From an optimization exercise on the open Yosys and OpenROAD flow, aimed at small area, a short achievable clock period and few clock cycles per item; shortcuts taken in it are not production practice. RTL that was checked went through simulation tests only; none was proved equivalent to the original. Function not checked in run 7: the RTL went through the layout flow alone. Power figures rest on the tool's default switching activity, not on a simulated workload.

**design/flow/config.mk**
```make
export PLATFORM = sky130hd
export DESIGN_NAME = cycling_speed_cadence_packet_top
export DESIGN_NICKNAME = cycling_speed_cadence_packet_top
export VERILOG_FILES = /design/flow/design.v
export SDC_FILE = /design/flow/constraint.sdc
export NUM_CORES = 4
export LEC_CHECK = 0
export CAP_MARGIN = 20
export CORE_MARGIN = 2
export CORE_UTILIZATION = 40
export SLEW_MARGIN = 20
```
**design/flow/constraint.sdc**
```tcl
create_clock -name core_clock -period 10.0 [get_ports {i_clk}]
set_input_delay 2.0000 -clock core_clock [delete_from_list [all_inputs] [get_ports {i_clk}]]
set_output_delay 2.0000 -clock core_clock [all_outputs]
set_load 0.01 [all_outputs]
```
**design/flow/design.v**
```verilog
`timescale 1ns / 1ps
`default_nettype none
package cscp_pkg;
    localparam logic [11:0] CIRC_RESET = 12'd2170;
    localparam logic [15:0] CAD_SCALE  = 16'd60000;
endpackage
`default_nettype wire
`timescale 1ns / 1ps
`default_nettype none
import cscp_pkg::*;
module cscp_bk_add #(parameter int W = 32) (
    input  wire  [W-1:0] a,
    input  wire  [W-1:0] b,
    input  wire          ci,
    output logic [W-1:0] s,
    output logic         co
);
    localparam int L = (W <= 2) ? 1 : (W <= 4) ? 2 : (W <= 8) ? 3 : (W <= 16) ? 4 :
                       (W <= 32) ? 5 : (W <= 64) ? 6 : 7;
    logic [W-1:0] g [0:2*L];
    logic [W-1:0] p [0:2*L];
    logic [W-1:0] p0;
    assign p0 = a ^ b;
    always_comb begin
        g[0] = a & b;
        p[0] = p0;
        g[0][0] = (a[0] & b[0]) | (p0[0] & ci);
        p[0][0] = 1'b0;
        for (int l = 0; l < L; l++) begin
            g[l+1] = g[l];
            p[l+1] = p[l];
            for (int i = 0; i < W; i++) begin
                if ((i % (2 << l)) == ((2 << l) - 1)) begin
                    g[l+1][i] = g[l][i] | (p[l][i] & g[l][i - (1 << l)]);
                    p[l+1][i] = p[l][i] & p[l][i - (1 << l)];
                end
            end
        end
        for (int l = L; l < 2*L; l++) begin
            g[l+1] = g[l];
            p[l+1] = p[l];
            for (int i = 0; i < W; i++) begin
                if (i >= (3 << (2*L-1-l)) - 1 && ((i + 1 - (3 << (2*L-1-l)) + 3 * 0) % (2 << (2*L-1-l))) == 0) begin
                    g[l+1][i] = g[l][i] | (p[l][i] & g[l][i - (1 << (2*L-1-l))]);
                    p[l+1][i] = p[l][i] & p[l][i - (1 << (2*L-1-l))];
                end
            end
        end
    end
    assign s  = p0 ^ {g[2*L][W-2:0], ci};
    assign co = g[2*L][W-1];
endmodule
module cycling_speed_cadence_packet_top (
    input  wire                                  i_clk,
    input  wire                                  i_rst_n,
    input  wire                                  i_in_valid,
    output logic                                 o_in_stall,
    input  wire  [7:0]                           i_data_byte,
    input  wire                                  i_last_byte,
    input  wire  [31:0]                          i_now_ms,
    output logic                                 o_out_valid,
    input  wire                                  i_out_stall,
    output logic [7:0]                           o_speed_kmh,
    output logic [15:0]                          o_cadence_rpm,
    output logic                                 o_zero_interval,
    input  wire                                  psel,
    input  wire                                  penable,
    input  wire                                  pwrite,
    input  wire  [2:0]                           paddr,
    input  wire  [31:0]                          pwdata,
    output logic [31:0]                          prdata,
    output logic                                 pready
);
    logic [11:0] r_circ;
    logic [16:0] r_k;            
    logic [3:0]  r_cnt;
    logic [1:0]  r_flags;
    logic [31:0] r_wheel;
    logic [15:0] r_crank;
    logic [31:0] r_prev_wheel;
    logic [15:0] r_prev_crank;
    logic [31:0] r_prev_time;
    logic [31:0] r_dt;           
    logic [48:0] r_sp;           
    logic [49:0] r_cd;           
    logic        r_fast;         
    logic [3:0]  r_nw, r_nc;     
    logic        r_mul;          
    logic        r_acc;          
    logic        r_acc_c;        
    logic [4:0]  r_bidx;         
    logic        r_bw, r_bc;     
    logic        r_dwb, r_dcb;   
    logic        r_chk;          
    logic [3:0]  r_sdiv;         
    logic [4:0]  r_cdiv;         
    logic        r_busy;         
    logic        r_pend;         
    logic        r_zero;         
    logic        r_out_valid;
    logic        in_acc, commit, out_free, start, start_fast, mul_end;
    logic [3:0]  cs;
    logic [20:0] x_w;
    logic [19:0] x_c;
    assign pready = 1'b1;
    assign prdata = {20'd0, r_circ & {12{~paddr[2]}}};
    assign o_in_stall = r_mul || r_acc || r_pend || ((r_cnt == 4'd10) && r_busy);
    assign in_acc     = i_in_valid && !o_in_stall;
    assign commit     = in_acc && i_last_byte && (r_cnt == 4'd10);
    assign out_free   = !(r_out_valid && i_out_stall);
    assign start      = (commit || r_pend) && out_free;
    assign start_fast = start && r_fast;
    assign mul_end    = r_mul && (r_bidx == 5'd31);
    always_ff @(posedge i_clk) begin
        if (!i_rst_n) begin
            r_circ <= CIRC_RESET;
            r_k    <= 17'(CIRC_RESET) * 17'd18;
        end else if (psel && penable && pwrite && !paddr[2]) begin
            r_circ <= pwdata[11:0];
            r_k    <= {1'b0, pwdata[11:0], 4'd0} + {4'd0, pwdata[11:0], 1'b0};
        end
    end
    assign cs = r_flags[0] ? 4'd7 : 4'd1;
    always_ff @(posedge i_clk) begin
        if (!i_rst_n) begin
            r_cnt <= 4'd0;
        end else if (in_acc) begin
            if (i_last_byte)              r_cnt <= 4'd0;
            else if (r_cnt != 4'd15)      r_cnt <= r_cnt + 4'd1;
        end
    end
    always_ff @(posedge i_clk) begin
        if (in_acc) begin
            if (r_cnt == 4'd0) begin
                r_flags <= i_data_byte[1:0];
                r_wheel <= '0;
                r_crank <= '0;
            end else begin
                if (r_flags[0] && r_cnt == 4'd1) r_wheel[7:0]   <= i_data_byte;
                if (r_flags[0] && r_cnt == 4'd2) r_wheel[15:8]  <= i_data_byte;
                if (r_flags[0] && r_cnt == 4'd3) r_wheel[23:16] <= i_data_byte;
                if (r_flags[0] && r_cnt == 4'd4) r_wheel[31:24] <= i_data_byte;
                if (r_flags[1] && r_cnt == cs)          r_crank[7:0]  <= i_data_byte;
                if (r_flags[1] && r_cnt == cs + 4'd1)   r_crank[15:8] <= i_data_byte;
            end
        end
    end
    function automatic logic below16_32(input logic [31:0] a, input logic [31:0] b);
        logic [27:0] x, y;
        logic        ok;
        x  = a[31:4];
        y  = ~b[31:4];
        ok = ((x[0] ^ y[0]) == (a[3:0] >= b[3:0]));
        for (int i = 1; i < 28; i++) ok = ok && ((x[i] ^ y[i]) == (x[i-1] | y[i-1]));
        below16_32 = ok;
    endfunction
    function automatic logic below16_16(input logic [15:0] a, input logic [15:0] b);
        logic [11:0] x, y;
        logic        ok;
        x  = a[15:4];
        y  = ~b[15:4];
        ok = ((x[0] ^ y[0]) == (a[3:0] >= b[3:0]));
        for (int i = 1; i < 12; i++) ok = ok && ((x[i] ^ y[i]) == (x[i-1] | y[i-1]));
        below16_16 = ok;
    endfunction
    always_ff @(posedge i_clk) begin
        r_fast <= below16_32(r_wheel, r_prev_wheel) && below16_16(r_crank, r_prev_crank);
        r_nw   <= r_wheel[3:0] - r_prev_wheel[3:0];
        r_nc   <= r_crank[3:0] - r_prev_crank[3:0];
    end
    logic [20:0] pp0, pp1, pp2, pp3, m1s, m1c, m2s, m2c;
    assign pp0 = {4'd0, r_k & {17{r_nw[0]}}};
    assign pp1 = {3'd0, r_k & {17{r_nw[1]}}, 1'b0};
    assign pp2 = {2'd0, r_k & {17{r_nw[2]}}, 2'b0};
    assign pp3 = {1'd0, r_k & {17{r_nw[3]}}, 3'b0};
    assign m1s = pp0 ^ pp1 ^ pp2;
    assign m1c = {(pp0[19:0] & pp1[19:0]) | (pp0[19:0] & pp2[19:0]) | (pp1[19:0] & pp2[19:0]), 1'b0};
    assign m2s = m1s ^ m1c ^ pp3;
    assign m2c = {(m1s[19:0] & m1c[19:0]) | (m1s[19:0] & pp3[19:0]) | (m1c[19:0] & pp3[19:0]), 1'b0};
    cscp_bk_add #(21) u_xw (.a(m2s), .b(m2c), .ci(1'b0), .s(x_w), .co());
    assign x_c = 20'(r_nc) * 20'(CAD_SCALE);
    logic dwb, dcb, acc_end;
    assign dwb     = r_wheel[r_bidx] ^ r_prev_wheel[r_bidx] ^ r_bw;
    assign dcb     = r_crank[r_bidx[3:0]] ^ r_prev_crank[r_bidx[3:0]] ^ r_bc;
    assign acc_end = r_acc && !r_mul;
    always_ff @(posedge i_clk) begin
        if (!i_rst_n) begin
            r_mul   <= 1'b0;
            r_acc   <= 1'b0;
            r_acc_c <= 1'b0;
        end else begin
            if (start && !r_fast) r_mul <= 1'b1;
            else if (mul_end)     r_mul <= 1'b0;
            r_acc   <= r_mul;
            r_acc_c <= r_mul && !r_bidx[4];
        end
    end
    always_ff @(posedge i_clk) begin
        if (start) begin
            r_bidx <= 5'd0;
            r_bw   <= 1'b0;
            r_bc   <= 1'b0;
        end else if (r_mul) begin
            r_bidx <= r_bidx + 5'd1;
            r_dwb  <= dwb;
            r_dcb  <= dcb;
            r_bw   <= (!r_wheel[r_bidx] && (r_prev_wheel[r_bidx] || r_bw)) ||
                      (r_prev_wheel[r_bidx] && r_bw);
            r_bc   <= (!r_crank[r_bidx[3:0]] && (r_prev_crank[r_bidx[3:0]] || r_bc)) ||
                      (r_prev_crank[r_bidx[3:0]] && r_bc);
        end
    end
    logic cad_small;
    assign cad_small = (r_dt[31:10] != 22'd0) || (r_cd[27:18] < r_dt[9:0]);
    always_ff @(posedge i_clk) begin
        if (!i_rst_n) begin
            r_prev_wheel <= '0;
            r_prev_crank <= '0;
            r_prev_time  <= '0;
        end else begin
            if (start_fast || mul_end) r_prev_wheel <= r_wheel;
            if (r_chk || mul_end)      r_prev_crank <= r_crank;
            if (commit)                r_prev_time  <= i_now_ms;
        end
    end
    logic [35:0] sr;
    logic [36:0] sd;
    logic        sge, sco;
    logic [32:0] cr;
    logic [32:0] cdf;
    logic        cge;
    logic [36:0] sa, sb, sc, cs_s, cs_c;
    logic [17:0] sp_acc;
    logic [16:0] cd_acc;
    assign sr   = {r_sp[43:9], r_sp[8]};
    assign sa   = {1'b0, sr};
    assign sb   = ~{3'b0, r_dt, 2'b00};
    assign sc   = ~{5'b0, r_dt};
    assign cs_s = sa ^ sb ^ sc;
    assign cs_c = (sa & sb) | (sa & sc) | (sb & sc);
    cscp_bk_add #(37) u_sd (.a(cs_s), .b({cs_c[35:0], 1'b1}), .ci(1'b1), .s(sd), .co(sco));
    assign sge = !sd[36];
    assign cr  = {r_cd[49:18], r_cd[17]};
    cscp_bk_add #(33) u_cd (.a(cr), .b(~{1'b0, r_dt}), .ci(1'b1), .s(cdf), .co(cge));
    cscp_bk_add #(17) u_sa (.a(r_sp[48:32]), .b(r_k & {17{r_dwb}}), .ci(1'b0),
                            .s(sp_acc[16:0]), .co(sp_acc[17]));
    cscp_bk_add #(16) u_ca (.a(r_cd[31:16]), .b(CAD_SCALE & {16{r_dcb}}), .ci(1'b0),
                            .s(cd_acc[15:0]), .co(cd_acc[16]));
    logic s_run, c_run, div_done;
    assign s_run    = (r_sdiv != 4'd0);
    assign c_run    = (r_cdiv != 5'd0);
    assign div_done = !r_chk && (r_sdiv <= 4'd1) && (r_cdiv <= 5'd1) && (s_run || c_run);
    always_ff @(posedge i_clk) begin
        if (!i_rst_n) begin
            r_chk       <= 1'b0;
            r_sdiv      <= 4'd0;
            r_cdiv      <= 5'd0;
            r_busy      <= 1'b0;
            r_pend      <= 1'b0;
            r_out_valid <= 1'b0;
        end else begin
            r_chk <= start_fast;
            if (commit)              r_busy <= 1'b1;
            if (commit && !out_free) r_pend <= 1'b1;
            else if (out_free)       r_pend <= 1'b0;
            if (start_fast) begin
                r_sdiv <= 4'd9;
                r_cdiv <= 5'd10;
            end else if (acc_end) begin
                r_sdiv <= 4'd9;
                r_cdiv <= 5'd18;
            end else begin
                if (s_run) r_sdiv <= r_sdiv - 4'd1;
                if (r_chk && !cad_small) r_cdiv <= 5'd18;
                else if (c_run)          r_cdiv <= r_cdiv - 5'd1;
            end
            if (div_done) begin
                r_busy      <= 1'b0;
                r_out_valid <= 1'b1;
            end else if (r_out_valid && !i_out_stall) begin
                r_out_valid <= 1'b0;
            end
        end
    end
    always_ff @(posedge i_clk) begin
        if (div_done) r_zero <= (r_dt == 32'd0);
    end
    always_ff @(posedge i_clk) begin
        if (commit) r_dt <= i_now_ms - r_prev_time;
        if (start) begin
            r_sp <= r_fast ? 49'(x_w) : 49'd0;
        end else if (r_acc) begin
            r_sp <= {sp_acc, r_sp[31:1]};
        end else if (s_run) begin
            r_sp <= {r_sp[48:44], sge ? sd[34:0] : sr[34:0], r_sp[7:0], sge};
        end
        if (start) begin
            r_cd <= r_fast ? {22'd0, x_c, 8'd0} : 50'd0;
        end else if (r_acc_c) begin
            r_cd <= {18'd0, cd_acc, r_cd[15:1]};
        end else if (r_chk && !cad_small) begin
            r_cd <= {30'd0, x_c};
        end else if (c_run) begin
            r_cd <= {cge ? cdf[31:0] : cr[31:0], r_cd[16:0], cge};
        end
    end
    assign o_out_valid     = r_out_valid;
    assign o_speed_kmh     = ((r_sp[48:44] != 5'd0) || r_sp[8]) ? 8'hFF : r_sp[7:0];
    assign o_cadence_rpm   = (r_cd[17] || r_cd[16]) ? 16'hFFFF : r_cd[15:0];
    assign o_zero_interval = r_zero;
endmodule
`default_nettype wire
```
**design/flow/flow/run.sh**
```bash
#!/bin/bash
set -euo pipefail
bash standard.sh SETUP_SLACK_MARGIN=5.6 finish > standard_flow.log 2>&1
```
**design/flow/standard.sh**
```bash
#!/bin/bash
# synth_recipe.tcl (not shown) runs the flow's synth.tcl, then flattens the netlist and writes it again
# the make line also repeats each setting of config.mk as NAME=value (left out here)
make -C /OpenROAD-flow-scripts/flow DESIGN_CONFIG=/design/flow/config.mk WORK_HOME=/design/flow/orfs CLKGATE_MAP_FILE= SYNTH_SCRIPT=/design/flow/synth_recipe.tcl "${@:-finish}"
```
==> run summary, run 1 <==
Post-Syn Area=24500 um2; row count=90; largest family of logic cells by synthesized area=adder cells; Net Switching=2.63 mW; Crit-path slowest cell=buf_8; grt ovf=0; gpl congestion=0.833; First-pass DRT Iterations=5; Net Sw Frac=38.6%; Power Density=241 nW/um2; worst hold margin=0.452 ns; Async SR Flop Fraction=0%; CP Cell Sequence=buf_8 > nor2b_1 > buf_2; R2R Path Start=r_nw[0]; layout cells sized above 1=10.4%; H-tree levels=2; setup TNS=0 ns; io pins=143; CTS max path bufs=3; Clock Skew=0.0315 ns; Reg power frac=32.5%; total CTS buffers=41; worst slew pin tran=1.17 ns; Comb power frac=45.3%; Post-synth EDFFs=184; Initial DRC Count=1001; clock transition at the registers of the reported paths=0.05 ns; type of the worst setup path=in -> out; diode count=0; worst-skew pair later-pin latency=0.58 ns; Most used DFF post-synth=edfxtp_1; mux share of post-synthesis cell area=4.79%; post-route antenna net violation count=0; DRC Markers=0; Total Nets Final=3039; number of setup violations in the final report=0; DIE AREA=63100 um2; pin count of the biggest net entering global routing=93; status=timing/DRC/antenna clean; Worst EP required=8.00 ns; sequential share of the synthesized area=34.1%; Die Wd=251 um; synthesized area per cell=9.79 um2; Total Routing Usage GR=19.7%; vias in the first global route=19000; Worst Path Arrival=2.41 ns; Compound-Gate Fraction of Synth Area=14.5%; DR vias/cell=5.45; max-cap check violation count=0; final worst path period share=44.1%; final cell count without fillers=3413; Die Ht=251 um; Tmin final=4.41 ns; crit-path leading delay family=buffers and inverters; post-synthesis adder-cell area fraction=22.0%; Critical path origin=paddr[2]; Port-buffer cells=99; Synth Register Bits=325; Fmax=0.227 GHz; WL per Instance=18.3 um; Peak VDD IR=0.141 mV; final wirelength=62300 um; Mapped Cells=2498; Crit path largest cell delay=0.14 ns; Placed Cells incl. Taps=3294; initial antenna violation count=0; via count=18605; internal power=4.18 mW; Setup crit end kind=primary output; min-delay src=r_prev_time[9]; Hold Path Class=reg -> reg; CTS tree=done; Yosys Warn Count=16; clk sinks=325; CP max FO=14; Distinct cells, synth=80; HPWL after DPL=44900 um; RSZ-0062 raised after global routing=true; Clk pwr share=22.3%; slew margin rel.=21.2%; first-pass GRT wire length=101000 um; Post-Synth XOR/XNOR Area=5.41%; P_leak=11.6 nW; core area=60400 um2; Synth Area in Simple Gates=13.4%; Root Buffer=clkbuf_16; buffer and inverter count on the worst path=2; Starting Density=40.5%; Fin. Hold Viols=0; Startpoint Class=input pin; R2R Setup Slk=5.68 ns; Area growth syn-to-layout=15.3%; Max Slew Vio Count=0
==> worst paths after layout <==
path                         end  cells after the start
hold reg to reg   r_prev_time[9]                      2
hold / removal    r_prev_time[9]                      2
setup reg to reg        r_sp[18]                     16
setup / recovery       prdata[4]                      3
==> placed cells by master (no fill, tap or decap), drive strengths merged, types with 18 or more instances in the layout <==
cell type	synthesis	final
clkdlybuf4s50	0	78
nor2b	24	24
fa	119	119
inv	216	214
xor2	85	85
nor2	110	110
nand2	276	276
mux4	30	30
nand4	27	27
ha	239	239
edfxtp	184	184
a21o	74	74
buf	54	70
or3	26	26
a211oi	18	18
a31oi	23	23
xnor2	66	66
o21ai	70	70
and2	89	90
o211ai	23	23
conb	2	21
a21oi	227	227
mux2i	45	45
nand3	36	38
clkbuf	67	59
dfxtp	141	141
nor3	37	37
==> what timing repair did <==
item / 4_1_cts / 5_1_grt
hold buffers: 0 / 0
buffers inserted: 15 / 24
pin swaps: 21 / 34
gates cloned: 3 / 0
gates resized for setup: 111 / 68
setup endpoints to repair: 246 / 211
==> logic make-up (layout without fill, tap and decap cells) <==
group,count (synthesis),in the layout
other,2,21
multiplexers,79,79
AO/OA/AOI/OAI,559,559
XOR/XNOR,151,151
AND/OR/NAND/NOR,686,689
buffers and inverters,338,449
adder cells (fa/ha/maj),358,358
flip-flops,325,325
==> registers in the layout, summed over array words and instances (netlist names), 2 cells and up <==
name          cells
r_cdiv            5
r_prev_time      32
r_bidx            5
r_k              13
r_sdiv            4
r_prev_crank     16
r_cnt             4
r_flags           2
r_wheel          32
r_cd             50
r_dt             32
r_prev_wheel     32
r_crank          16
r_nc              4
r_nw              4
r_sp             49
r_circ           12
==> worst min-delay path: stages, from the launching register on <==
cell and delay [ns]:
dfxtp_1 0.30, nand2_1 0.05, a21oi_1 0.05
==> Yosys cell counts, types with 12 or more instances <==
cell,number,area (um2)
nand2_1,274,1030
ha_1,239,2990
a21oi_1,225,1130
inv_1,214,803
edfxtp_1,184,5530
dfxtp_1,141,2820
fa_1,119,2380
nor2_1,108,405
and2_1,89,557
xor2_1,85,744
a21o_1,74,556
clkbuf_1,67,251
o21ai_0,66,330
xnor2_1,66,578
mux2i_1,45,450
nor3_1,37,185
nand3_1,36,180
mux4_2,30,676
buf_4,29,218
nand4_1,27,169
or3_1,26,163
nor2b_1,24,150
o211ai_1,23,173
a31oi_1,22,138
a211oi_1,18,135
a22oi_1,17,128
buf_2,16,80.1
o31ai_1,16,120
o21bai_1,14,105
nor4_1,13,81.3
o21a_1,13,97.6
nand2b_1,12,75.1
==> layout make-up <==
cell class              instances  area, um2
fillers                      5610      32200
multi-input cells            1857      15200
flip-flops and latches        325       8370
repair buffers                156       1420
clock buffers                  59       1160
well taps                     782        978
inverters                     217        841
clock inverters                17        216
==> through the flow <==
step / instance area [um2] / utilization (%) / worst slack, ns / total power [mW]
6_report: 28200 / 46.7 / 5.59 / 6.81
3_5_place_dp: 26100 / 43.2 / 3.92 / 5.16
4_1_cts: 27700 / 45.9 / 5.48 / 6.77
3_3_place_gp: 26100 / 43.2 / 4.10 / 5.04
2_1_floorplan: 24500 / - / 5.62 / 4.34
5_1_grt: 28200 / 46.7 / 5.52 / 7.30
==> layer usage <==
metal / part of all wire, % / track usage [%]
met5: 0 / 0
met4: 3.6 / 7.06
met3: 4.2 / 2.73
met2: 49 / 34.4
met1: 43 / 24.9
==> power groups by stage <==
stage	registers [mW]	logic (mW)	clock network, mW
floorplan	2.11	2.23	0
global placement	2.24	2.80	0
detailed placement	2.25	2.92	0
CTS	2.20	3.02	1.55
global route	2.25	3.45	1.60
finish	2.21	3.08	1.52
Testbench counts, summed over its fixed seeds: cycles 18,016, items 1,600.
==> inputs of run 2 (changes only) <==
==> design/flow/run.sh (new file) <==
#!/bin/bash
# synth_recipe.tcl (not shown) runs the flow's synth.tcl, then flattens the netlist and writes it again
# the make line also repeats each setting of config.mk as NAME=value (left out here)
make -C /OpenROAD-flow-scripts/flow DESIGN_CONFIG=/design/flow/config.mk WORK_HOME=/design/flow/orfs CLKGATE_MAP_FILE= SYNTH_SCRIPT=/design/flow/synth_recipe.tcl finish
--- a/design/flow/config.mk
+++ b/design/flow/config.mk
@@ -7,5 +7,6 @@
 export LEC_CHECK = 0
 export CAP_MARGIN = 20
 export CORE_MARGIN = 2
-export CORE_UTILIZATION = 40
+export CORE_UTILIZATION = 60
+export SETUP_SLACK_MARGIN = 5
 export SLEW_MARGIN = 20
removed: design/flow/flow/run.sh
removed: design/flow/standard.sh
==> run summary, run 2 <==
crit-path leading delay family=buffers and inverters (unchanged); Power Density=245 nW/um2 (was 241 nW/um2); Async SR Flop Fraction=0% (unchanged); Reg power frac=33.4% (was 32.5%); Area growth syn-to-layout=10.9% (was 15.3%); Die Wd=206 um (was 251 um); overall power=6.63 mW (was 6.81 mW); sequential share of the synthesized area=34.1% (unchanged); Post-Synth XOR/XNOR Area=5.41% (unchanged); largest family of logic cells by synthesized area=adder cells (unchanged); Crit path largest cell delay=0.55 ns (was 0.14 ns); number of setup violations in the final report=0 (unchanged); Top reg by flops=r_cd (unchanged); buffer and inverter count on the worst path=2 (unchanged); PnR worst setup slack=5.12 ns (was 5.59 ns); Compound-Gate Fraction of Synth Area=14.5% (unchanged); via count=18408 (was 18605); max-cap check violation count=0 (unchanged); P_leak=11.3 nW (was 11.6 nW); Net Sw Frac=37.7% (was 38.6%); DIE AREA=42400 um2 (was 63100 um2); R2R Path Start=r_nw[2] (was r_nw[0]); synthesized area per cell=9.79 um2 (unchanged); DR vias/cell=5.92 (was 5.45); Setup Buffers After CTS=0 (was 15); H-tree levels=2 (unchanged); most frequent cells in the layout=nand2_1, ha_1, a21oi_1 (unchanged); Mapped Cells=2498 (unchanged); wl on met1=25000 um (was 26800 um); Total Nets Final=2995 (was 3039); pre-CTS WS=4.03 ns (was 3.92 ns); min-delay src=r_prev_time[21] (was r_prev_time[9]); Distinct cells, synth=80 (unchanged); top sig layer=met4 (unchanged); clock transition at the registers of the reported paths=0.06 ns (was 0.05 ns); hold_buf cts=0 (unchanged); HPWL after DPL=43600 um (was 44900 um); Max Slew Vio Count=0 (unchanged); Clk pwr share=22.4% (was 22.3%); Fmax=0.205 GHz (was 0.227 GHz); Total Routing Usage GR=28.9% (was 19.7%); Regs by FF count=r_cd: 50 flops, r_sp: 49 flops (unchanged); CP Cell Sequence=buf_2 > nor2b_1 > clkdlybuf4s50_1 (was buf_8 > nor2b_1 > buf_2); CTS max path bufs=3 (unchanged); final wirelength=59700 um (was 62300 um); total CTS buffers=39 (was 41); core area=40000 um2 (was 60400 um2); top-count cell post-synth=nand2_1 (unchanged); Tmin final=4.88 ns (was 4.41 ns); gpl congestion=0.921 (was 0.833); CP max FO=14 (unchanged); CTS tree=done (unchanged); Yosys Warn Count=16 (unchanged); Net Switching=2.50 mW (was 2.63 mW); post-route antenna net violation count=0 (unchanged); Peak VDD IR=0.165 mV (was 0.141 mV); WL per Instance=19.2 um (was 18.3 um); Port-buffer cells=99 (unchanged); Startpoint Class=input pin (unchanged); clk sinks=325 (unchanged); mux share of post-synthesis cell area=4.79% (unchanged); post-synth top area cell=edfxtp_1 (unchanged); io pins=143 (unchanged); top cells by count, synth=nand2_1, ha_1, a21oi_1 (unchanged); Synth Register Bits=325 (unchanged); leading cell type in the layout, fill and taps excluded=nand2_1 (unchanged); initial antenna violation count=0 (unchanged); slew margin rel.=24.5% (was 21.2%); post-synthesis adder-cell area fraction=22.0% (unchanged); Crit-path slowest cell=clkdlybuf4s50_1 (was buf_8); pin count of the biggest net entering global routing=93 (unchanged); Starting Density=61.1% (was 40.5%); first-pass GRT wire length=96600 um (was 101000 um); final worst path period share=48.8% (was 44.1%); Area contributors post-synth=edfxtp_1, ha_1, dfxtp_1, fa_1, a21oi_1 (unchanged); Synth Area in Simple Gates=13.4% (unchanged); post-synth top area share=22.6% (unchanged); First-pass DRT Iterations=5 (unchanged); Comb power frac=44.2% (was 45.3%); type of the worst setup path=in -> out (unchanged); Initial DRC Count=1180 (was 1001); worst-skew pair later-pin latency=0.57 ns (was 0.58 ns); max FFs per register=50 (unchanged); WL met3=2790 um (was 2600 um); RSZ-0062 raised after global routing=false (was true); Root Buffer=clkbuf_16 (unchanged); vias in the first global route=18603 (was 19000); Area after DPL=25700 um2 (was 26100 um2); Util after Layout=67.8% (was 46.7%); Setup crit end kind=primary output (unchanged); setup TNS=0 ns (unchanged); Clock Skew=0.0160 ns (was 0.0315 ns); layout cells sized above 1=6.04% (was 10.4%); diode count=0 (unchanged); Hold Path Class=reg -> reg (unchanged); row count=73 (was 90); Most used DFF post-synth=edfxtp_1 (unchanged); Met2 Wirelength=30500 um (was 30700 um); Post-Syn Area=24500 um2 (unchanged); DRC Markers=0 (unchanged); status=timing/DRC/antenna clean (unchanged); Post-synth EDFFs=184 (unchanged); grt ovf=0 (unchanged); internal power=4.13 mW (was 4.18 mW); Worst Path Arrival=2.88 ns (was 2.41 ns); Fin. Hold Viols=0 (unchanged); worst slew pin tran=1.13 ns (was 1.17 ns); Die Ht=206 um (was 251 um); Worst EP required=8.00 ns (about the same); Critical path origin=paddr[2] (unchanged); Design Area, Final=27100 um2 (was 28200 um2)
## run 2: cell counts after synthesis
No cell type changed its count.
## run 2: layout make-up
cell class	count	area, um2
Multi-Input combinational cell	1854	14800
Fill cell	3170	12900
Sequential cell	325	8360
Timing Repair Buffer	117	1120
Clock buffer	55	1110
Inverter	217	817
Tap cell	525	657
Clock inverter	16	224
## run 2: layer usage
metal / track usage, % / vias to the layer above
met5: 0 / -
met4: 8.21 / 0
met3: 3.52 / 91
met2: 51.6 / 426
met1: 36.8 / 9011
li1: - / 8880
## run 2: repair_timing
action | in CTS | in global routing
hold endpoints to repair | 0 | 0
setup endpoints to repair | 65 | 41
pin swaps | 0 | 1
resized for setup | 10 | 7
## run 2: power by group through the flow
stage / combinational, mW / clock (mW) / sequential [mW]
floorplan: 2.23 / 0 / 2.11
global placement: 2.79 / 0 / 2.23
detailed placement: 2.89 / 0 / 2.24
CTS: 2.92 / 1.51 / 2.21
global route: 3.30 / 1.57 / 2.25
finish: 2.93 / 1.49 / 2.21
## run 2: stage by stage
step | cells | hold slack [ns]
after floorplan | 2517 | 0.432
after global placement | 3038 | 0.442
after detailed placement | 3038 | 0.447
after CTS | 3109 | 0.455
after global routing | 3109 | 0.470
final | 3109 | 0.453
## run 2: cells by family (layout without fill, tap and decap cells)
logic type      count (synthesis)  in the layout
fa+ha+maj                     358            358
buf+inv                       338            405
xor+xnor                      151            151
other cells                     2             21
simple gates                  686            686
compound gates                559            559
flops                         325            325
mux                            79             79
## run 2: worst paths after layout
path | cells past startpoint | slack (ns) | to
setup / recovery | 3 | 5.12 | prdata[7]
hold / removal | 2 | 0.45 | r_prev_time[21]
setup reg to reg | 15 | 5.26 | r_sp[17]
hold reg to reg | 2 | 0.45 | r_prev_time[21]
## run 2: tightest hold or removal path, cell delays in order (launching register included)
cell and delay, ns:
dfxtp_1 0.31, nand2_1 0.05, a21oi_1 0.05
==> inputs of run 3 (changes only) <==
==> design/flow/flow/run.sh (new file) <==
#!/bin/bash
set -euo pipefail
bash standard.sh SETUP_SLACK_MARGIN=5.7 "BUFFER_PORTS_ARGS=-buffer_cell sky130_fd_sc_hd__buf_2" finish > standard_flow.log 2>&1
==> design/flow/standard.sh (new file) <==
#!/bin/bash
# synth_recipe.tcl (not shown) runs the flow's synth.tcl, then flattens the netlist and writes it again
# the make line also repeats each setting of config.mk as NAME=value (left out here)
make -C /OpenROAD-flow-scripts/flow DESIGN_CONFIG=/design/flow/config.mk WORK_HOME=/design/flow/orfs CLKGATE_MAP_FILE= SYNTH_SCRIPT=/design/flow/synth_recipe.tcl "${@:-finish}"
--- a/design/flow/config.mk
+++ b/design/flow/config.mk
@@ -7,6 +7,5 @@
 export LEC_CHECK = 0
 export CAP_MARGIN = 20
 export CORE_MARGIN = 2
-export CORE_UTILIZATION = 60
-export SETUP_SLACK_MARGIN = 5
+export CORE_UTILIZATION = 40
 export SLEW_MARGIN = 20
removed: design/flow/run.sh
==> run summary, run 3 <==
RSZ-0062 raised after global routing=true (was false); Die Wd=251 um (was 206 um); buffer and inverter count on the worst path=2 (unchanged); Die Ht=251 um (was 206 um); Worst EP required=8.00 ns (about the same); Setup crit end kind=primary output (unchanged); Peak VDD IR=0.138 mV (was 0.165 mV); DR vias/cell=5.46 (was 5.92); row count=90 (was 73); grt ovf=0 (unchanged); pin count of the biggest net entering global routing=67 (was 93); slew margin rel.=-2.80% (was 24.5%); max-cap check violation count=1 (was 0); DRC Markers=0 (unchanged); diode count=0 (unchanged); Placed Cells incl. Taps=3293 (was 3038); Area contributors post-synth=edfxtp_1, ha_1, dfxtp_1, fa_1, a21oi_1 (unchanged); Distinct cells, synth=80 (unchanged); Fin. Hold Viols=0 (unchanged); Most used DFF post-synth=edfxtp_1 (unchanged); io pins=143 (unchanged); type of the worst setup path=in -> out (unchanged); Area growth syn-to-layout=12.8% (was 10.9%); synthesized area per cell=9.79 um2 (unchanged); CP max FO=7 (was 14); final cell count without fillers=3410 (was 3109); Power Density=244 nW/um2 (was 245 nW/um2); fill count=5693 (was 3170); post-synth top area cell=edfxtp_1 (unchanged); worst hold margin=0.454 ns (was 0.453 ns); final worst path period share=43.7% (was 48.8%); gpl congestion=0.835 (was 0.921); WL per Instance=17.9 um (was 19.2 um); Regs by FF count=r_cd: 50 flops, r_sp: 49 flops (unchanged); Mapped Cells=2498 (unchanged); post-synth top area share=22.6% (unchanged); Startpoint Class=input pin (unchanged); Worst Path Arrival=2.37 ns (was 2.88 ns); crit-path leading delay family=buffers and inverters (unchanged); P_leak=11.6 nW (was 11.3 nW); First-pass DRT Iterations=7 (was 5); initial antenna violation count=0 (unchanged); max FFs per register=50 (unchanged); Tmin final=4.37 ns (was 4.88 ns); setup TNS=0 ns (unchanged); R2R Setup Slk=5.76 ns (was 5.26 ns); Synth Register Bits=325 (unchanged); Total Nets Final=3037 (was 2995); first-pass GRT wire length=98900 um (was 96600 um); final wirelength=61100 um (was 59700 um); clk sinks=325 (unchanged); status=complete, but fails checks (was timing/DRC/antenna clean); layout cells sized above 1=12.9% (was 6.04%); core area=60400 um2 (was 40000 um2); total CTS buffers=40 (was 39); layout check failures=max-capacitance violations, max-slew violations; Max Slew Vio Count=7 (was 0); Clock Skew=0.0563 ns (was 0.0160 ns); Port-buffer cells=99 (unchanged); Fmax=0.229 GHz (was 0.205 GHz); hold_buf cts=0 (unchanged); sequential share of the synthesized area=34.1% (unchanged); Hold Path Class=reg -> reg (unchanged); post-route antenna net violation count=0 (unchanged); via count=18607 (was 18408); Crit path largest cell delay=0.14 ns (was 0.55 ns); Starting Density=40.5% (was 61.1%); Crit-path slowest cell=buf_2 (was clkdlybuf4s50_1); Post-synth EDFFs=184 (unchanged); most frequent cells in the layout=nand2_1, ha_1, a21oi_1 (unchanged); worst slew pin tran=1.53 ns (was 1.13 ns); leading cell type in the layout, fill and taps excluded=nand2_1 (unchanged); number of setup violations in the final report=0 (unchanged); CTS max path bufs=3 (unchanged); HPWL after DPL=44500 um (was 43600 um); top cells by count, synth=nand2_1, ha_1, a21oi_1 (unchanged); Yosys Warn Count=16 (unchanged); Async SR Flop Fraction=0% (unchanged); DIE AREA=63100 um2 (was 42400 um2); Initial DRC Count=1114 (was 1180); top-count cell post-synth=nand2_1 (unchanged); CP Cell Sequence=buf_12 > nor2b_1 > buf_2 (was buf_2 > nor2b_1 > clkdlybuf4s50_1); Top reg by flops=r_cd (unchanged); vias in the first global route=18892 (was 18603); H-tree levels=2 (unchanged); Total Routing Usage GR=19.3% (was 28.9%); clock transition at the registers of the reported paths=0.05 ns (was 0.06 ns); worst-skew pair later-pin latency=0.60 ns (was 0.57 ns); Root Buffer=clkbuf_16 (unchanged); CTS tree=done (unchanged); Post-Syn Area=24500 um2 (unchanged)
run 3: cell families (layout without fill, tap and decap cells):
| logic type | count (synthesis) | after routing | synth area share, % |
|---|---|---|---|
| and+or+nand+nor | 686 | 689 | 13.4 |
| AOI/OAI and AO/OA | 559 | 559 | 14.5 |
| adders and majority gates | 358 | 358 | 22.0 |
| buffers and inverters | 338 | 446 | 5.84 |
| DFF | 325 | 325 | 34.1 |
| xor gates and xnor gates | 151 | 151 | 5.41 |
| muxes | 79 | 79 | 4.79 |
| other | 2 | 21 | 0.0307 |
run 3: area by class of cell:
type                       instances  area [um2]  area share (%)
multi-input combinational       1857       15100            54.6
sequential                       325        8370            30.3
tap                              782         978            3.55
clock inverter                    22         262           0.948
inverter                         217         830            3.01
clock buffer                      52        1100            3.98
timing repair buffer             155         992            3.60
run 3: timing repair:
item,CTS,global route
gates cloned,2,2
setup buffers,18,21
resized for setup,47,32
endpoints found under the setup margin,175,119
pin swaps,22,12
hold endpoints to repair,0,0
run 3: where the power goes:
group / leakage [nW] / internal [mW] / switching (mW)
Sequential: 2.94 / 1.92 / 0.296
Combinational: 7.97 / 1.33 / 1.70
Clock: 0.659 / 0.866 / 0.622
run 3: stage by stage:
step	total power [mW]	setup slack, ns	cell area [um2]	util, %
finish	6.72	5.63	27600	45.7
floorplan	4.34	5.65	24600	-
CTS	6.71	5.63	27300	45.2
detailed placement	5.12	4.36	25600	42.4
global route	7.23	5.58	27600	45.7
global placement	5.01	4.48	25600	42.4
run 3: worst paths after layout:
path / from / to / depth (start not counted)
setup / recovery: paddr[2] / prdata[0] / 3
hold / removal: r_prev_time[5] / r_prev_time[5] / 2
setup reg to reg: r_nw[0] / r_sp[18] / 16
hold reg to reg: r_prev_time[5] / r_prev_time[5] / 2
run 3: layer usage:
metal	share of wire [%]	global-route usage, %	vias up	routed length [um]
li1	-	-	8969	-
met5	0	0	-	0
met4	3.0	6.11	0	1810
met1	43	24.5	9140	26300
met2	50	33.9	383	30300
met3	4.3	2.83	115	2650
run 3: worst reg2reg max path: cells and delay by family, from the launching register on:
kind / cells / cell delay, ns
buffers and inverters: 1 / 0.12
and+or+nand+nor: 2 / 0.27
DFF: 1 / 0.36
adders and majority gates: 4 / 1.89
AOI/OAI and AO/OA: 9 / 1.47
==> inputs of run 4 (changes only) <==
--- a/design/flow/config.mk
+++ b/design/flow/config.mk
@@ -8,4 +8,5 @@
 export CAP_MARGIN = 20
 export CORE_MARGIN = 2
 export CORE_UTILIZATION = 40
+export CTS_BUF_LIST = sky130_fd_sc_hd__clkbuf_4
 export SLEW_MARGIN = 20
==> run summary, run 4 <==
Startpoint Class=input pin (unchanged); Crit-path slowest cell=buf_2 (unchanged); Post-Synth XOR/XNOR Area=5.41% (unchanged); Total Nets Final=3082 (was 3037); Initial DRC Count=1157 (was 1114); buffer and inverter count on the worst path=2 (unchanged); Post-synth EDFFs=184 (unchanged); final wirelength=61300 um (was 61100 um); Fin. Hold Viols=0 (unchanged); layout cells sized above 1=15.2% (was 12.9%); type of the worst setup path=in -> out (unchanged); via count=18825 (was 18607); post-synth top area share=22.6% (unchanged); DIE AREA=63100 um2 (unchanged); Synth Register Bits=325 (unchanged); sequential share of the synthesized area=34.1% (unchanged); Setup crit end kind=primary output (unchanged); GR Util met3=3.13% (was 2.83%); grt met2 use=34.6% (was 33.9%); clk sinks=325 (unchanged); Hold Path Class=reg -> reg (unchanged); number of setup violations in the final report=0 (unchanged); Crit path largest cell delay=0.14 ns (about the same); worst slew pin tran=1.10 ns (was 1.53 ns); crit-path leading delay family=buffers and inverters (unchanged); Area growth syn-to-layout=12.1% (was 12.8%); PnR worst setup slack=5.63 ns (about the same); post-synthesis adder-cell area fraction=22.0% (unchanged); RSZ-0062 raised after global routing=true (unchanged); Most used DFF post-synth=edfxtp_1 (unchanged); status=timing/DRC/antenna clean (was complete, but fails checks); io pins=143 (unchanged); hold_buf cts=0 (unchanged); overall power=6.51 mW (was 6.72 mW); top-count cell post-synth=nand2_1 (unchanged); met1 Use GR=24.2% (was 24.5%); top cells by count, synth=nand2_1, ha_1, a21oi_1 (unchanged); CTS tree=done (unchanged); post-route antenna net violation count=0 (unchanged); synthesized area per cell=9.79 um2 (unchanged); Peak VDD IR=0.109 mV (was 0.138 mV); Mapped Cells=2498 (unchanged); most frequent cells in the layout=nand2_1, ha_1, a21oi_1 (unchanged); First-pass DRT Iterations=7 (unchanged); grt peak-use layer=met2 (unchanged); pin count of the biggest net entering global routing=67 (unchanged); CP Cell Sequence=buf_12 > nor2b_1 > buf_2 (unchanged); max FFs per register=50 (unchanged); final worst path period share=43.7% (about the same); row count=90 (unchanged); Die Ht=251 um (unchanged); Worst EP required=8.00 ns (about the same); Area contributors post-synth=edfxtp_1, ha_1, dfxtp_1, fa_1, a21oi_1 (unchanged); leading cell type in the layout, fill and taps excluded=nand2_1 (unchanged); Max Slew Vio Count=0 (was 7); Worst Path Arrival=2.37 ns (about the same); largest family of logic cells by synthesized area=adder cells (unchanged); Fmax=0.229 GHz (about the same); gpl congestion=0.835 (unchanged); worst-skew pair later-pin latency=0.90 ns (was 0.60 ns); Comb power frac=45.9% (was 45.0%); Top reg by flops=r_cd (unchanged); Net Switching=2.59 mW (was 2.62 mW); Net Sw Frac=39.8% (was 38.9%); slew margin rel.=26.1% (was -2.80%); total CTS buffers=96 (was 40); Reg power frac=34.0% (was 32.9%); Root Buffer=clkbuf_4 (was clkbuf_16); fill count=5775 (was 5693); Total Routing Usage GR=19.6% (was 19.3%); DRC Markers=0 (unchanged); DR vias/cell=5.38 (was 5.46); Starting Density=40.5% (unchanged); first-pass GRT wire length=100000 um (was 98900 um); Post-Syn Area=24500 um2 (unchanged); Port-buffer cells=99 (unchanged); Regs by FF count=r_cd: 50 flops, r_sp: 49 flops (unchanged); post-synth top area cell=edfxtp_1 (unchanged); Die Wd=251 um (unchanged); H-tree levels=3 (was 2); internal power=3.92 mW (was 4.11 mW); grt ovf=0 (unchanged); P_leak=11.6 nW (about the same); Clock Skew=0.109 ns (was 0.0563 ns); Distinct cells, synth=80 (unchanged); vias in the first global route=19386 (was 18892); Synth Area in Simple Gates=13.4% (unchanged); Clk pwr share=20.1% (was 22.1%); HPWL after DPL=44500 um (unchanged); max-cap check violation count=0 (was 1); Compound-Gate Fraction of Synth Area=14.5% (unchanged); WL per Instance=17.5 um (was 17.9 um); Yosys Warn Count=16 (unchanged); core area=60400 um2 (unchanged); CP max FO=7 (unchanged); Power Density=237 nW/um2 (was 244 nW/um2); Tmin final=4.37 ns (about the same); setup TNS=0 ns (unchanged); pre-CTS WS=4.36 ns (unchanged); mux share of post-synthesis cell area=4.79% (unchanged); clock transition at the registers of the reported paths=0.05 ns (about the same); initial antenna violation count=3 (was 0); Async SR Flop Fraction=0% (unchanged); CTS max path bufs=3 (unchanged)
==> run 4: cell counts after synthesis <==
No cell type changed its count.
==> run 4: final timing paths <==
kind,slack (ns),cells after the start,to,from
worst min-delay path,0.45,2,r_prev_time[9],r_prev_time[9]
worst max register to register,5.63,17,r_sp[18],r_nw[0]
worst min register to register,0.45,2,r_prev_time[9],r_prev_time[9]
worst max-delay path,5.63,3,prdata[0],paddr[2]
==> run 4: power groups by stage <==
stage                     clock network [mW]  logic [mW]  registers [mW]
after global routing                    1.42        3.37            2.25
final                                   1.31        2.99            2.21
after global placement                     0        2.77            2.24
after detailed placement                   0        2.87            2.25
after floorplan                            0        2.23            2.11
after CTS                               1.35        2.97            2.21
==> run 4: logic make-up after synthesis <==
kind of cell	Yosys count
mux	79
xor+xnor	151
other cells	2
simple gates	686
flops	325
buf+inv	338
fa+ha+maj	358
compound gates	559
==> run 4: layer usage <==
metal	up-vias	wire, um
li1	9098	-
met1	9171	26300
met2	437	30800
met3	119	2760
met4	0	1480
met5	-	0
==> run 4: through the flow <==
stage               utilization (%)  cells  hold slack [ns]  area (um2)
floorplan                         -   2517            0.432       24600
global placement               42.4   3293            0.442       25600
detailed placement             42.4   3293            0.446       25600
CTS                            45.0   3487            0.454       27200
global route                   45.4   3502            0.468       27400
finish                         45.4   3502            0.453       27400
==> run 4: timing repair <==
action,CTS,global route
endpoints found under the setup margin,173,99
resized for setup,55,28
cloned,2,0
pin swaps,19,12
buffers inserted,18,12
==> run 4: final cells by class <==
cell class                 instances  area, um2  area share (%)
antenna                            3       7.51          0.0274
multi-input combinational       1855      15100            54.9
timing repair buffer             146        931            3.40
tap                              782        978            3.57
sequential                       325       8370            30.5
inverter                         217        820            2.99
clock inverter                    29        158           0.575
clock buffer                     145       1090            3.97
==> run 4: tightest hold or removal path: cells and delay by family (launching register included) <==
kind,cells,cell delay [ns]
flops,1,0.30
simple gates,1,0.05
compound gates,1,0.05
==> inputs of run 5 (changes only) <==
--- a/design/flow/config.mk
+++ b/design/flow/config.mk
@@ -8,5 +8,5 @@
 export CAP_MARGIN = 20
 export CORE_MARGIN = 2
 export CORE_UTILIZATION = 40
-export CTS_BUF_LIST = sky130_fd_sc_hd__clkbuf_4
+export CTS_BUF_LIST = sky130_fd_sc_hd__clkbuf_4 sky130_fd_sc_hd__clkbuf_8
 export SLEW_MARGIN = 20
==> run summary, run 5 <==
total CTS buffers=61 (was 96); Tmin final=4.37 ns (about the same); fill count=5723 (was 5775); max-cap check violation count=0 (unchanged); vias in the first global route=19109 (was 19386); Area contributors post-synth=edfxtp_1, ha_1, dfxtp_1, fa_1, a21oi_1 (unchanged); Die Wd=251 um (unchanged); Port-buffer cells=99 (unchanged); gpl congestion=0.835 (unchanged); status=timing/DRC/antenna clean (unchanged); CTS max path bufs=3 (unchanged); Total Routing Usage GR=19.5% (was 19.6%); Net Sw Frac=39.4% (was 39.8%); type of the worst setup path=in -> out (unchanged); Reg power frac=33.1% (was 34.0%); Die Ht=251 um (unchanged); CP max FO=7 (unchanged); worst hold margin=0.454 ns (was 0.453 ns); Power Density=242 nW/um2 (was 237 nW/um2); min-delay src=r_prev_time[9] (unchanged); H-tree levels=2 (was 3); Top reg by flops=r_cd (unchanged); Starting Density=40.5% (unchanged); Regs by FF count=r_cd: 50 flops, r_sp: 49 flops (unchanged); first-pass GRT wire length=99800 um (was 100000 um); post-synth top area cell=edfxtp_1 (unchanged); setup TNS=0 ns (unchanged); pin count of the biggest net entering global routing=67 (unchanged); Fin. Hold Viols=0 (unchanged); Setup crit end kind=primary output (unchanged); final wirelength=61800 um (was 61300 um); Max Slew Vio Count=0 (unchanged); CP Cell Sequence=buf_12 > nor2b_1 > buf_2 (unchanged); grt ovf=0 (unchanged); leading cell type in the layout, fill and taps excluded=nand2_1 (unchanged); io pins=143 (unchanged); slew margin rel.=29.4% (was 26.1%); top cells by count, synth=nand2_1, ha_1, a21oi_1 (unchanged); Clock Skew=0.0612 ns (was 0.109 ns); Peak VDD IR=0.123 mV (was 0.109 mV); Synth Register Bits=325 (unchanged); DR vias/cell=5.44 (was 5.38); Design Area, Final=27600 um2 (was 27400 um2); Post-Syn Area=24500 um2 (unchanged); worst slew pin tran=1.06 ns (was 1.10 ns); Yosys Warn Count=16 (unchanged); row count=90 (unchanged); WL per Instance=17.9 um (was 17.5 um); Distinct cells, synth=80 (unchanged); Comb power frac=45.8% (was 45.9%); initial antenna violation count=0 (was 3); Net Switching=2.63 mW (was 2.59 mW); PnR worst setup slack=5.63 ns (about the same); internal power=4.05 mW (was 3.92 mW); most frequent cells in the layout=nand2_1, ha_1, a21oi_1 (unchanged); post-route antenna net violation count=0 (unchanged); crit-path leading delay family=buffers and inverters (unchanged); Post-synth EDFFs=184 (unchanged); buffer and inverter count on the worst path=2 (unchanged); number of setup violations in the final report=0 (unchanged); Worst EP required=8.00 ns (about the same); Hold Path Class=reg -> reg (unchanged); CTS tree=done (unchanged); layout cells sized above 1=15.1% (was 15.2%); via count=18790 (was 18825); First-pass DRT Iterations=6 (was 7); synthesized area per cell=9.79 um2 (unchanged); top-count cell post-synth=nand2_1 (unchanged); Clk pwr share=21.1% (was 20.1%); diode count=0 (was 3); sequential share of the synthesized area=34.1% (unchanged); hold_buf cts=0 (unchanged); Storage cell area=8370 um2 (about the same); area of the multi-input gates=15100 um2 (about the same); post-synth top area share=22.6% (unchanged); Worst Path Arrival=2.37 ns (about the same); clock transition at the registers of the reported paths=0.06 ns (was 0.05 ns); final worst path period share=43.7% (about the same); Initial DRC Count=1133 (was 1157); core area=60400 um2 (unchanged); P_leak=11.6 nW (about the same); clk sinks=325 (unchanged); Crit-path slowest cell=buf_2 (unchanged); Area growth syn-to-layout=13.0% (was 12.1%); DRC Markers=0 (unchanged); R2R Path Start=r_nw[0] (unchanged); Root Buffer=clkbuf_8 (was clkbuf_4); Area after DPL=25600 um2 (unchanged); HPWL after DPL=44500 um (unchanged); Mapped Cells=2498 (unchanged); max FFs per register=50 (unchanged); Startpoint Class=input pin (unchanged); Total Nets Final=3058 (was 3082); overall power=6.68 mW (was 6.51 mW); Crit path largest cell delay=0.14 ns (about the same); Most used DFF post-synth=edfxtp_1 (unchanged); DIE AREA=63100 um2 (unchanged); Critical path origin=paddr[2] (unchanged); Fmax=0.229 GHz (about the same); worst-skew pair later-pin latency=0.71 ns (was 0.90 ns); RSZ-0062 raised after global routing=true (unchanged); Async SR Flop Fraction=0% (unchanged); pre-CTS WS=4.36 ns (unchanged)
## run 5: area by class of cell
cell class / instances / share of cell area, %
Timing Repair Buffer: 156 / 3.61
Inverter: 217 / 3.00
Tap cell: 782 / 3.54
Sequential cell: 325 / 30.3
Clock inverter: 17 / 0.534
Multi-Input combinational cell: 1856 / 54.7
Clock buffer: 99 / 4.32
## run 5: final timing paths
path	end	slack, ns	cells past startpoint
max	prdata[0]	5.63	3
max reg2reg	r_sp[18]	5.67	17
min	r_prev_time[9]	0.45	2
min reg2reg	r_prev_time[9]	0.45	2
## run 5: kinds of logic after synthesis
group                      synth area share, %
DFF                                       34.1
xor gates and xnor gates                  5.41
other                                   0.0307
AOI/OAI and AO/OA                         14.5
adders and majority gates                 22.0
muxes                                     4.79
and+or+nand+nor                           13.4
buffers and inverters                     5.84
## run 5: repair_timing
item                       4_1_cts  5_1_grt
gates cloned                     3        0
buffers inserted                19       21
pin swaps                       19       16
resized for setup               53       40
setup endpoints to repair      183       91
## run 5: worst register-to-register path, cell delays in order (launching register included)
cell and delay (ns):
dfxtp_4 0.36, buf_8 0.12, buf_4 0.16, and2_1 0.17, fa_1 0.50, fa_1 0.46, ha_1 0.30, a21o_1 0.18
a21o_1 0.17, a21o_1 0.18, a31o_4 0.24, a211oi_4 0.26, a21oi_4 0.11, a31oi_4 0.18, fa_1 0.42, nor2_1 0.13
a21oi_1 0.06, o211ai_1 0.13
## run 5: metal layers
layer | global-route usage (%) | vias to the layer above | wire length, um
met1 | 24.6 | 9234 | 26600
met4 | 6.53 | 0 | 1730
li1 | - | 9003 | -
met5 | 0 | - | 0
met3 | 2.77 | 112 | 2840
met2 | 34.1 | 441 | 30600
## run 5: power by group through the flow
stage / clock network [mW] / registers (mW) / logic [mW]
after floorplan: 0 / 2.11 / 2.23
after global placement: 0 / 2.24 / 2.77
after detailed placement: 0 / 2.25 / 2.87
after CTS: 1.45 / 2.21 / 2.99
after global routing: 1.50 / 2.25 / 3.44
final: 1.41 / 2.21 / 3.06
## run 5: per-stage QoR
stage | std cells | util (%)
after floorplan | 2517 | -
after global placement | 3293 | 42.4
after detailed placement | 3293 | 42.4
after CTS | 3431 | 45.2
after global routing | 3452 | 45.8
final | 3452 | 45.8
==> inputs of run 6 (changes only) <==
--- a/design/flow/config.mk
+++ b/design/flow/config.mk
@@ -8,5 +8,6 @@
 export CAP_MARGIN = 20
 export CORE_MARGIN = 2
 export CORE_UTILIZATION = 40
-export CTS_BUF_LIST = sky130_fd_sc_hd__clkbuf_4 sky130_fd_sc_hd__clkbuf_8
+export CTS_BUF_LIST = sky130_fd_sc_hd__clkbuf_2 sky130_fd_sc_hd__clkbuf_4
+export CTS_CLUSTER_SIZE = 20
 export SLEW_MARGIN = 20
==> run summary, run 6 <==
status=timing/DRC/antenna clean (unchanged); DRC Markers=0 (unchanged); buffer and inverter count on the worst path=2 (unchanged); Clk pwr share=20.1% (was 21.1%); H-tree levels=3 (was 2); terminus of the critical flop-to-flop path=r_sp[18] (unchanged); Clock Skew=0.109 ns (was 0.0612 ns); Die Wd=251 um (unchanged); worst slew pin tran=1.10 ns (was 1.06 ns); DR vias/cell=5.38 (was 5.44); Synth Register Bits=325 (unchanged); sequential share of the synthesized area=34.1% (unchanged); Startpoint Class=input pin (unchanged); Net Switching=2.59 mW (was 2.63 mW); core area=60400 um2 (unchanged); Net Sw Frac=39.8% (was 39.4%); gpl congestion=0.835 (unchanged); Min-Delay Endpoint=r_prev_time[9] (unchanged); slew margin rel.=26.1% (was 29.4%); Async SR Flop Fraction=0% (unchanged); Starting Density=40.5% (unchanged); top-count cell post-synth=nand2_1 (unchanged); type of the worst setup path=in -> out (unchanged); Peak VDD IR=0.109 mV (was 0.123 mV); min-delay src=r_prev_time[9] (unchanged); Top reg by flops=r_cd (unchanged); R2R depth=17 (unchanged); CTS max path bufs=3 (unchanged); pin count of the biggest net entering global routing=67 (unchanged); Setup crit end kind=primary output (unchanged); Post-Syn Area=24500 um2 (unchanged); Distinct cells, synth=80 (unchanged); post-synth top area share=22.6% (unchanged); Area contributors post-synth=edfxtp_1, ha_1, dfxtp_1, fa_1, a21oi_1 (unchanged); synthesized area per cell=9.79 um2 (unchanged); total CTS buffers=96 (was 61); Worst EP required=8.00 ns (about the same); Most used DFF post-synth=edfxtp_1 (unchanged); Mapped Cells=2498 (unchanged); Fin. Hold Viols=0 (unchanged); First-pass DRT Iterations=7 (was 6); R2R Setup Slk=5.63 ns (was 5.67 ns); Crit path largest cell delay=0.14 ns (about the same); clock transition at the registers of the reported paths=0.05 ns (was 0.06 ns); R2R Path Start=r_nw[0] (unchanged); Reg power frac=34.0% (was 33.1%); Yosys Warn Count=16 (unchanged); HPWL after DPL=44500 um (unchanged); RSZ-0062 raised after global routing=true (unchanged); internal power=3.92 mW (was 4.05 mW); Worst Path Arrival=2.37 ns (about the same); clk sinks=325 (unchanged); top cells by count, synth=nand2_1, ha_1, a21oi_1 (unchanged); Root Buffer=clkbuf_4 (was clkbuf_8); leading cell type in the layout, fill and taps excluded=nand2_1 (unchanged); Area growth syn-to-layout=12.1% (was 13.0%); grt ovf=0 (unchanged); CP Cell Sequence=buf_12 > nor2b_1 > buf_2 (unchanged); Post-synth EDFFs=184 (unchanged); Util after Layout=45.4% (was 45.8%); most frequent cells in the layout=nand2_1, ha_1, a21oi_1 (unchanged); Hold Path Class=reg -> reg (unchanged); Comb power frac=45.9% (was 45.8%); final wirelength=61300 um (was 61800 um); setup TNS=0 ns (unchanged); crit-path leading delay family=buffers and inverters (unchanged); Tmin final=4.37 ns (about the same); Hold Path Depth=2 (unchanged); initial antenna violation count=3 (was 0); worst-skew pair later-pin latency=0.90 ns (was 0.71 ns); max FFs per register=50 (unchanged); first-pass GRT wire length=100000 um (was 99800 um); post-route antenna net violation count=0 (unchanged); number of setup violations in the final report=0 (unchanged); CP max FO=7 (unchanged); io pins=143 (unchanged); Die Ht=251 um (unchanged); Initial DRC Count=1157 (was 1133); Crit-path slowest cell=buf_2 (unchanged); DIE AREA=63100 um2 (unchanged); WL per Instance=17.5 um (was 17.9 um); layout cells sized above 1=15.2% (was 15.1%); CTS tree=done (unchanged); Total Nets Final=3082 (was 3058); final worst path period share=43.7% (about the same); vias in the first global route=19386 (was 19109); Regs by FF count=r_cd: 50 flops, r_sp: 49 flops (unchanged); final cell count without fillers=3502 (was 3452); Port-buffer cells=99 (unchanged); P_leak=11.6 nW (about the same); Total Routing Usage GR=19.6% (was 19.5%); Placed Cells incl. Taps=3293 (unchanged); via count=18825 (was 18790); Fmax=0.229 GHz (about the same); post-synth top area cell=edfxtp_1 (unchanged); Power Density=237 nW/um2 (was 242 nW/um2); max-cap check violation count=0 (unchanged); Max Slew Vio Count=0 (unchanged); row count=90 (unchanged)
## run 6: cell counts after synthesis
Identical to the previous run, type by type.
## run 6: worst max-delay path by stage
stage / from / slack (ns) / endpoint / depth (start not counted)
2_1_floorplan: paddr[2] / 5.65 / prdata[1] / 2
3_3_place_gp: i_in_valid / 4.48 / r_cd[49] / 10
3_5_place_dp: i_in_valid / 4.36 / r_cd[48] / 10
4_1_cts: r_sp[47] / 5.61 / o_speed_kmh[1] / 4
5_1_grt: r_nw[0] / 5.48 / r_sp[18] / 17
6_report: paddr[2] / 5.63 / prdata[0] / 3
## run 6: stage by stage
stage | power, mW | cell area (um2) | worst slack [ns] | hold WS, ns
global placement | 5.01 | 25600 | 4.48 | 0.442
global route | 7.04 | 27400 | 5.48 | 0.468
CTS | 6.52 | 27200 | 5.61 | 0.454
finish | 6.51 | 27400 | 5.63 | 0.453
detailed placement | 5.12 | 25600 | 4.36 | 0.446
floorplan | 4.34 | 24600 | 5.65 | 0.432
## run 6: cells by family after synthesis
group / count (synthesis) / share of synthesized area, %
and+or+nand+nor: 686 / 13.4
AOI/OAI and AO/OA: 559 / 14.5
adders and majority gates: 358 / 22.0
buffers and inverters: 338 / 5.84
DFF: 325 / 34.1
xor gates and xnor gates: 151 / 5.41
muxes: 79 / 4.79
other: 2 / 0.0307
## run 6: metal layers
layer	share of wire [%]	track usage [%]	vias up
met4	2.4	6.90	0
met5	0	0	-
li1	-	-	9098
met3	4.5	3.13	119
met1	43	24.2	9171
met2	50	34.6	437
## run 6: layout make-up
class                      instances  area (um2)
inverter                         217         820
clock inverter                    29         158
tap                              782         978
timing repair buffer             146         931
antenna                            3        7.51
fill                            5775       32900
multi-input combinational       1855       15100
clock buffer                     145        1090
sequential                       325        8370
## run 6: power groups by stage
| stage | logic, mW | registers, mW | clock network, mW |
|---|---|---|---|
| 6_report | 2.99 | 2.21 | 1.31 |
| 5_1_grt | 3.37 | 2.25 | 1.42 |
| 4_1_cts | 2.97 | 2.21 | 1.35 |
| 3_5_place_dp | 2.87 | 2.25 | 0 |
| 3_3_place_gp | 2.77 | 2.24 | 0 |
| 2_1_floorplan | 2.23 | 2.11 | 0 |
## run 6: timing repair
action / 4_1_cts / 5_1_grt
setup buffers: 18 / 12
endpoints found under the setup margin: 173 / 99
hold buffers: 0 / 0
gates cloned: 2 / 0
hold endpoints to repair: 0 / 0
pin swaps: 19 / 12
resized for setup: 55 / 28
## run 6: worst register-to-register path: stages, from the launching register on
cell      delay [ns]
dfxtp_4         0.36
buf_8           0.12
buf_4           0.16
and2_1          0.17
fa_1            0.51
fa_1            0.45
ha_1            0.30
a21o_1          0.18
a21o_1          0.17
a21o_1          0.18
a31o_4          0.23
a211oi_4        0.27
a21oi_4         0.11
a31oi_4         0.18
fa_2            0.44
nor2_1          0.13
a21oi_1         0.06
o211ai_1        0.13
==> inputs of run 7 (changes only) <==
--- a/design/flow/design.v
+++ b/design/flow/design.v
@@ -15,8 +15,7 @@
     output logic [W-1:0] s,
     output logic         co
 );
-    localparam int L = (W <= 2) ? 1 : (W <= 4) ? 2 : (W <= 8) ? 3 : (W <= 16) ? 4 :
-                       (W <= 32) ? 5 : (W <= 64) ? 6 : 7;
+    localparam int L = (W <= 1) ? 1 : $clog2(W);
     logic [W-1:0] g [0:2*L];
     logic [W-1:0] p [0:2*L];
     logic [W-1:0] p0;
==> design/flow/run.sh (new file) <==
#!/bin/bash
# synth_recipe.tcl (not shown) runs the flow's synth.tcl, then flattens the netlist and writes it again
# the make line also repeats each setting of config.mk as NAME=value (left out here)
make -C /OpenROAD-flow-scripts/flow DESIGN_CONFIG=/design/flow/config.mk WORK_HOME=/design/flow/orfs CLKGATE_MAP_FILE= SYNTH_SCRIPT=/design/flow/synth_recipe.tcl finish
--- a/design/flow/config.mk
+++ b/design/flow/config.mk
@@ -8,6 +8,5 @@
 export CAP_MARGIN = 20
 export CORE_MARGIN = 2
 export CORE_UTILIZATION = 40
-export CTS_BUF_LIST = sky130_fd_sc_hd__clkbuf_2 sky130_fd_sc_hd__clkbuf_4
-export CTS_CLUSTER_SIZE = 20
+export SETUP_SLACK_MARGIN = 5
 export SLEW_MARGIN = 20
removed: design/flow/flow/run.sh
removed: design/flow/standard.sh
==> run summary, run 7 <==
max-cap check violation count=0 (unchanged); WL per Instance=18.0 um (was 17.5 um); worst slew pin tran=1.15 ns (was 1.10 ns); buffer and inverter count on the worst path=2 (unchanged); final cell count without fillers=3371 (was 3502); diode count=0 (was 3); Worst Path Arrival=2.89 ns (was 2.37 ns); final wirelength=60600 um (was 61300 um); Hold Path Class=reg -> reg (unchanged); Async SR Flop Fraction=0% (unchanged); status=timing/DRC/antenna clean (unchanged); grt ovf=0 (unchanged); post-synth top area cell=edfxtp_1 (unchanged); Total Nets Final=2997 (was 3082); post-synth top area share=22.6% (unchanged); RSZ-0062 raised after global routing=true (unchanged); pin count of the biggest net entering global routing=67 (unchanged); layout cells sized above 1=6.18% (was 15.2%); initial antenna violation count=0 (was 3); Post-synth EDFFs=184 (unchanged); HPWL after DPL=44700 um (was 44500 um); Startpoint Class=input pin (unchanged); vias in the first global route=19061 (was 19386); first-pass GRT wire length=99600 um (was 100000 um); Top reg by flops=r_cd (unchanged); io pins=143 (unchanged); Max Slew Vio Count=0 (unchanged); Mapped Cells=2498 (unchanged); min-delay src=r_prev_time[9] (unchanged); Fin. Hold Viols=0 (unchanged); Tmin final=4.89 ns (was 4.37 ns); number of setup violations in the final report=0 (unchanged); Area growth syn-to-layout=12.3% (was 12.1%); Initial DRC Count=930 (was 1157); CTS tree=done (unchanged); top cells by count, synth=nand2_1, ha_1, a21oi_1 (unchanged); Clock Skew=0.0478 ns (was 0.109 ns); CP Cell Sequence=buf_2 > nor2b_1 > clkdlybuf4s50_1 (was buf_12 > nor2b_1 > buf_2); max FFs per register=50 (unchanged); gpl congestion=0.848 (was 0.835); clk sinks=325 (unchanged); worst-skew pair later-pin latency=0.60 ns (was 0.90 ns); DIE AREA=63100 um2 (unchanged); P_leak=11.4 nW (was 11.6 nW); Post-Syn Area=24500 um2 (unchanged); leading cell type in the layout, fill and taps excluded=nand2_1 (unchanged); total CTS buffers=41 (was 96); core area=60400 um2 (unchanged); setup TNS=0 ns (unchanged); Critical path origin=paddr[2] (unchanged); most frequent cells in the layout=nand2_1, ha_1, a21oi_1 (unchanged); hold_buf cts=0 (unchanged); Die Ht=251 um (unchanged); DR vias/cell=5.46 (was 5.38); type of the worst setup path=in -> out (unchanged); crit-path leading delay family=buffers and inverters (unchanged); worst hold margin=0.452 ns (was 0.453 ns); Yosys Warn Count=16 (unchanged); Crit-path slowest cell=clkdlybuf4s50_1 (was buf_2); DRC Markers=0 (unchanged); via count=18392 (was 18825); post-route antenna net violation count=0 (unchanged); clock transition at the registers of the reported paths=0.05 ns (about the same); Setup crit end kind=primary output (unchanged); Most used DFF post-synth=edfxtp_1 (unchanged); Design Area, Final=27500 um2 (was 27400 um2); overall power=6.65 mW (was 6.51 mW); synthesized area per cell=9.79 um2 (unchanged); slew margin rel.=22.4% (was 26.1%); R2R Path Start=r_nw[2] (was r_nw[0]); Port-buffer cells=99 (unchanged); Root Buffer=clkbuf_16 (was clkbuf_4); Power Density=242 nW/um2 (was 237 nW/um2); sequential share of the synthesized area=34.1% (unchanged); Distinct cells, synth=80 (unchanged); Starting Density=40.5% (unchanged); Die Wd=251 um (unchanged); Total Routing Usage GR=19.4% (was 19.6%); final worst path period share=48.9% (was 43.7%); Peak VDD IR=0.155 mV (was 0.109 mV); Area after DPL=26000 um2 (was 25600 um2); Crit path largest cell delay=0.55 ns (was 0.14 ns); Placed Cells incl. Taps=3294 (was 3293); Setup Buffers After CTS=0 (was 18); Synth Register Bits=325 (unchanged); First-pass DRT Iterations=5 (was 7); CP max FO=14 (was 7); top-count cell post-synth=nand2_1 (unchanged); CTS max path bufs=3 (unchanged); row count=90 (unchanged); Area contributors post-synth=edfxtp_1, ha_1, dfxtp_1, fa_1, a21oi_1 (unchanged); Fmax=0.205 GHz (was 0.229 GHz); Regs by FF count=r_cd: 50 flops, r_sp: 49 flops (unchanged); H-tree levels=2 (was 3); Worst EP required=8.00 ns (about the same)
==> run 7: cell count changes in the layout (fill, tap and decap cells not counted), sizes merged <==
cell	previous run	this run
buf	146	18
clkdlybuf4s50	0	98
clkbuf	145	60
clkinv	25	15
diode	3	0
inv	220	217
a21oi	227	228
nand3	37	36
==> run 7: logic make-up (layout without fill, tap and decap cells) <==
family                     Yosys count  after routing  synth area share (%)
AOI/OAI and AO/OA                  559            560                  14.5
xor gates and xnor gates           151            151                  5.41
adders and majority gates          358            358                  22.0
buffers and inverters              338            409                  5.84
DFF                                325            325                  34.1
muxes                               79             79                  4.79
other                                2             21                0.0307
and+or+nand+nor                    686            686                  13.4
==> run 7: layout make-up <==
type,instances,area (um2)
Fill cell,5732,32900
Multi-Input combinational cell,1855,14800
Sequential cell,325,8350
Clock buffer,60,1200
Timing Repair Buffer,116,1120
Tap cell,782,978
Inverter,217,820
Clock inverter,16,166
==> run 7: stage by stage <==
step	util (%)	setup WS (ns)
6_report	45.5	5.11
5_1_grt	45.5	4.98
4_1_cts	45.5	5.04
3_5_place_dp	43.2	3.81
3_3_place_gp	43.2	3.89
2_1_floorplan	-	5.32
==> run 7: repair_timing <==
item	4_1_cts	5_1_grt
resized for setup	12	7
endpoints found under the hold margin	0	0
cloned	1	0
endpoints found under the setup margin	182	108
pin swaps	0	1
==> run 7: worst paths after layout <==
path,endpoint,slack (ns),cells past startpoint
worst min-delay path,r_prev_time[9],0.45,2
worst max-delay path,prdata[8],5.11,3
worst min register to register,r_prev_time[9],0.45,2
worst max register to register,r_sp[17],5.30,15
==> run 7: power breakdown <==
group          internal [mW]  switching (mW)  total, mW
logic                   1.31            1.62       2.93
clock network          0.871           0.620       1.49
registers               1.92           0.310       2.23
==> run 7: metal layers <==
layer | track usage, % | wire length, um | share of wire (%) | up-vias
met2 | 34.2 | 30300 | 50 | 336
met5 | 0 | 0 | 0 | -
met4 | 7.21 | 2160 | 3.6 | 0
met1 | 24.2 | 25900 | 43 | 9060
li1 | - | - | - | 8880
met3 | 2.53 | 2350 | 3.9 | 116
==> run 7: worst register-to-register path: cells and delay by family (launching register included) <==
family          cells  cell delay (ns)
flops               1             0.40
simple gates        1             0.21
fa+ha+maj           5             2.08
xor+xnor            1             0.16
compound gates      8             1.56

separate check: timing with driven ports:
Ports are ideal in the flow. The routed layouts listed here were re-timed in OpenROAD. Step 1 sets driving cells, clkbuf_16 on the clock port and buf_2 on the other inputs (assumed; they add their load-dependent delay and slew). Step 2 times the ports against the registers' clock, not the clock port: input delays grow and output delays shrink by t, the midpoint of the rising clock arrivals with the driver on. Three values: ideal, step 1, step 2; two values: the first two.
run	shift t [ns]	slack for setup (ns)
run 1	0.625	5.595 / 5.552 / 5.136
run 2	0.617	5.119 / 5.099 / 4.620
run 3	0.629	5.629 / 5.525 / 5.244
run 4	0.897	5.630 / 5.521 / 5.057
run 5	0.735	5.630 / 5.525 / 5.189
run 6	0.897	5.630 / 5.521 / 5.057
run 7	0.629	5.112 / 5.093 / 4.586
